Context: an optimization exercise on an open-source flow, tuned for small area, a short achievable clock period and few clock cycles. The choices shown serve that exercise and are no tape-out recipe.
Only simulation tests tie the RTL to the original design; equivalence was not proved.

// table_linear_interpolator_core
module table_linear_interpolator_core (
  input  logic                                clk_i,
  input  logic                                rst_ni,
  input  logic                                start,
  output logic                                busy,
  input  logic                                func_i,
  input  logic [tbli_pkg::IDX_W-1:0]          point_index_i,
  input  logic signed [tbli_pkg::DATA_W-1:0]  point_x_i,
  input  logic signed [tbli_pkg::DATA_W-1:0]  point_y_i,
  input  logic signed [tbli_pkg::DATA_W-1:0]  query_x_i,
  output logic                                done_o,
  output logic signed [tbli_pkg::DATA_W-1:0]  result_y_o,
  output logic [1:0]                          status_o
);
Size: about 6,700 cells after synthesis, ~1,900 flip-flops, ~76 I/O pins, ~79,000 µm² of cells after synthesis.
Settings: LEC_CHECK=0, CAP_MARGIN=20, CORE_MARGIN=2, CORE_UTILIZATION=65, CTS_BUF_LIST=sky130_fd_sc_hd__clkbuf_16, CTS_CLUSTER_DIAMETER=110, CTS_CLUSTER_SIZE=24, PLACE_DENSITY=0.72, SLEW_MARGIN=20; clock period 10.0 ns.
run.sh (not shown) runs the stock make flow with config.mk's settings and CLKGATE_MAP_FILE= SYNTH_SCRIPT=/design/flow/synth_recipe.tcl, a recipe that flattens the netlist after the stock synthesis.
The baseline finished clean.
Testbench counts at the start, summed over its fixed seeds: cycles 1,911.
Rerun with:
==> flow/flow/run.sh (new file) <==
#!/bin/bash
# The standard layout, with the port buffers made of buf_4 cells instead of the
# cell buffer_ports picks by default (a slow delay buffer). Every port still gets
# its buffer. The whole make run's output goes to standard.log here.
set -euo pipefail
export BUFFER_PORTS_ARGS="-buffer_cell sky130_fd_sc_hd__buf_4"
bash standard.sh > standard.log 2>&1
==> flow/standard.sh (new file) <==
#!/bin/bash
# synth_recipe.tcl (not shown) runs the flow's synth.tcl, then flattens the netlist and writes it again
# the make line also repeats each setting of config.mk as NAME=value (left out here)
make -C /OpenROAD-flow-scripts/flow DESIGN_CONFIG=/design/flow/config.mk WORK_HOME=/design/flow/orfs CLKGATE_MAP_FILE= SYNTH_SCRIPT=/design/flow/synth_recipe.tcl "${@:-finish}"
CAP_MARGIN = 40   (was 20)
CORE_UTILIZATION = 55   (was 65)
CTS_CLUSTER_SIZE = 22   (was 24)
PLACE_DENSITY = 0.65   (was 0.72)
SLEW_MARGIN = 70   (was 20)
removed: flow/run.sh
=> The changed run went through all stages and came out clean. Register-to-register slack got worse by 0.03 ns. Core utilization went down by 9.6 points. Via count went down by about 0.6%. Final area went up by 2.6%. Cell count went up by about 4%. Worst setup slack got worse by 0.028 ns. Routed wire length went up by 2.2%.
Rerun with:
==> flow/run.sh (new file) <==
#!/bin/bash
# synth_recipe.tcl (not shown) runs the flow's synth.tcl, then flattens the netlist and writes it again
# the make line also repeats each setting of config.mk as NAME=value (left out here)
make -C /OpenROAD-flow-scripts/flow DESIGN_CONFIG=/design/flow/config.mk WORK_HOME=/design/flow/orfs CLKGATE_MAP_FILE= SYNTH_SCRIPT=/design/flow/synth_recipe.tcl finish
removed: flow/flow/run.sh
removed: flow/standard.sh
Synthesized cell count is unchanged.
Core utilization rises by 0.18 points.
Worst hold slack gets worse by 0.0081 ns.
Routed wire length is higher by 0.80%.
Via count is lower by 0.31%.
Rerun with:
CAP_MARGIN = 20   (was 40)
CORE_UTILIZATION = 72   (was 55)
CTS_CLUSTER_SIZE = 24   (was 22)
PLACE_DENSITY = 0.78   (was 0.65)
SLEW_MARGIN = 20   (was 70)
Effect: The new run finished with timing, DRC and antenna clean; synthesized area stays the same; via count increases by 2.7%; clock-buffer cell count decreases by 7.
Rerun with:
CORE_UTILIZATION = 65   (was 72)
CTS_CLUSTER_DIAMETER = 115   (was 110)
CTS_CLUSTER_SIZE = 26   (was 24)
PLACE_DENSITY = 0.72   (was 0.78)
The changed run finished clean; cell area is about the same; routed wire length goes down by about 2.4%; non-clock buffer count came out higher by 3; via count is lower by about 2%; setup slack degrades by 0.053 ns; hold slack improved by 0.0035 ns; register-to-register slack gets worse by 0.05 ns.

* * *

table_linear_interpolator_core, a different RTL version from the one above (not shown whole).
For scale: roughly 6700 cells after synthesis, ~1900 flip-flops, roughly 76 I/O pins, roughly 0.079 mm^2 of cells after synthesis.
Settings: LEC_CHECK=0, CAP_MARGIN=40, CORE_MARGIN=2, CORE_UTILIZATION=55, CTS_BUF_LIST=sky130_fd_sc_hd__clkbuf_8, CTS_CLUSTER_SIZE=20, PLACE_DENSITY=0.65, SLEW_MARGIN=70; clock period 10.0 ns.
Stock flow here: none of the scripts above is used.
Testbench counts at the start, summed over its fixed seeds: cycles 1,911.
Change:
==> flow/flow/run.sh (new file) <==
#!/bin/bash
# The standard layout, with the port buffers made of buf_4 cells instead of the
# cell buffer_ports picks by default (a slow delay buffer). Every port still gets
# its buffer. The whole make run's output goes to standard.log here.
set -euo pipefail
export BUFFER_PORTS_ARGS="-buffer_cell sky130_fd_sc_hd__buf_4"
bash standard.sh > standard.log 2>&1
==> flow/standard.sh (new file) <==
#!/bin/bash
# synth_recipe.tcl (not shown) runs the flow's synth.tcl, then flattens the netlist and writes it again
# the make line also repeats each setting of config.mk as NAME=value (left out here)
make -C /OpenROAD-flow-scripts/flow DESIGN_CONFIG=/design/flow/config.mk WORK_HOME=/design/flow/orfs CLKGATE_MAP_FILE= SYNTH_SCRIPT=/design/flow/synth_recipe.tcl "${@:-finish}"
- CAP_MARGIN: 40 -> 20
- SLEW_MARGIN: 70 -> 20
removed: flow/run.sh
Synthesized area is unchanged. Wire length shrinks by 0.89%. Synthesized cell count is unchanged. Global-route usage shrinks by 0.26 points. Setup slack improves by 0.12 ns. Sequential cell count does not change. Via count shrinks by 0.70%.
Change:
==> flow/run.sh (new file) <==
#!/bin/bash
# synth_recipe.tcl (not shown) runs the flow's synth.tcl, then flattens the netlist and writes it again
# the make line also repeats each setting of config.mk as NAME=value (left out here)
make -C /OpenROAD-flow-scripts/flow DESIGN_CONFIG=/design/flow/config.mk WORK_HOME=/design/flow/orfs CLKGATE_MAP_FILE= SYNTH_SCRIPT=/design/flow/synth_recipe.tcl finish
- CTS_BUF_LIST: sky130_fd_sc_hd__clkbuf_8 -> sky130_fd_sc_hd__clkbuf_16
- CTS_CLUSTER_DIAMETER: not set -> 110
- CTS_CLUSTER_SIZE: 20 -> 22
removed: flow/flow/run.sh
removed: flow/standard.sh
Outcome: Via count came out lower by 3.5%. First-iteration DRC count came out higher by about 5%. Worst hold slack gets better by 0.034 ns. Flip-flop and latch count is unchanged. Synthesized area is unchanged.
Change:
- CTS_BUF_LIST: sky130_fd_sc_hd__clkbuf_16 -> sky130_fd_sc_hd__clkbuf_8
- CTS_CLUSTER_DIAMETER: 110 -> not set
- CTS_CLUSTER_SIZE: 22 -> 20
Result:
- core utilization climbs by 2.5 points
- fmax is lower by 3.0%
- routed wire length increases by 2.2%
- first-iteration DRC count shrinks by about 1%
- final cell count increases by about 5%
- global-route usage increases by 0.60 points

==> static timing again, ports no longer ideal <==
The results above use ideal ports. As a check the final layouts listed here were re-extracted and re-timed, cells and wires unchanged. Step 1 assumes that a clkbuf_16 drives the clock port and a buf_2 every other input. Step 2 times the ports against the registers' clock, not the clock port: input delays grow and output delays shrink by t, the midpoint of the rising clock arrivals with the driver on. Three values: ideal ports, drivers, drivers and shift; two values: the first two.
run | shift t [ns] | setup WS [ns] | clock arrival spread, ns | slew at the worst register clock pin (ns)
the first run of note 1 | 0.818 | 6.108 / 6.108 / 6.108 | 0.051 / 0.051 | 0.11 / 0.11
the second run of note 1 | 0.823 | 6.080 / 6.080 / 6.080 | 0.057 / 0.056 | 0.11 / 0.11
the third run of note 1 | 0.816 | 5.942 / 5.942 / 5.942 | 0.051 / 0.051 | 0.11 / 0.11
the fourth run of note 1 | 0.788 | 6.102 / 6.102 / 6.102 | 0.056 / 0.056 | 0.11 / 0.11
the fifth run of note 1 | 0.782 | 6.049 / 6.049 / 6.049 | 0.036 / 0.036 | 0.12 / 0.12
the first run of note 2 | 1.044 | 5.961 / 5.883 / 6.043 | 0.093 / 0.093 | 0.07 / 0.07
the second run of note 2 | 1.030 | 6.082 / 6.082 / 6.082 | 0.085 / 0.085 | 0.07 / 0.07
the third run of note 2 | 0.815 | 6.063 / 6.063 / 6.063 | 0.052 / 0.052 | 0.10 / 0.10
the fourth run of note 2 | 1.029 | 5.939 / 5.864 / 6.059 | 0.089 / 0.090 | 0.07 / 0.07
After both steps every run listed still meets setup and hold.
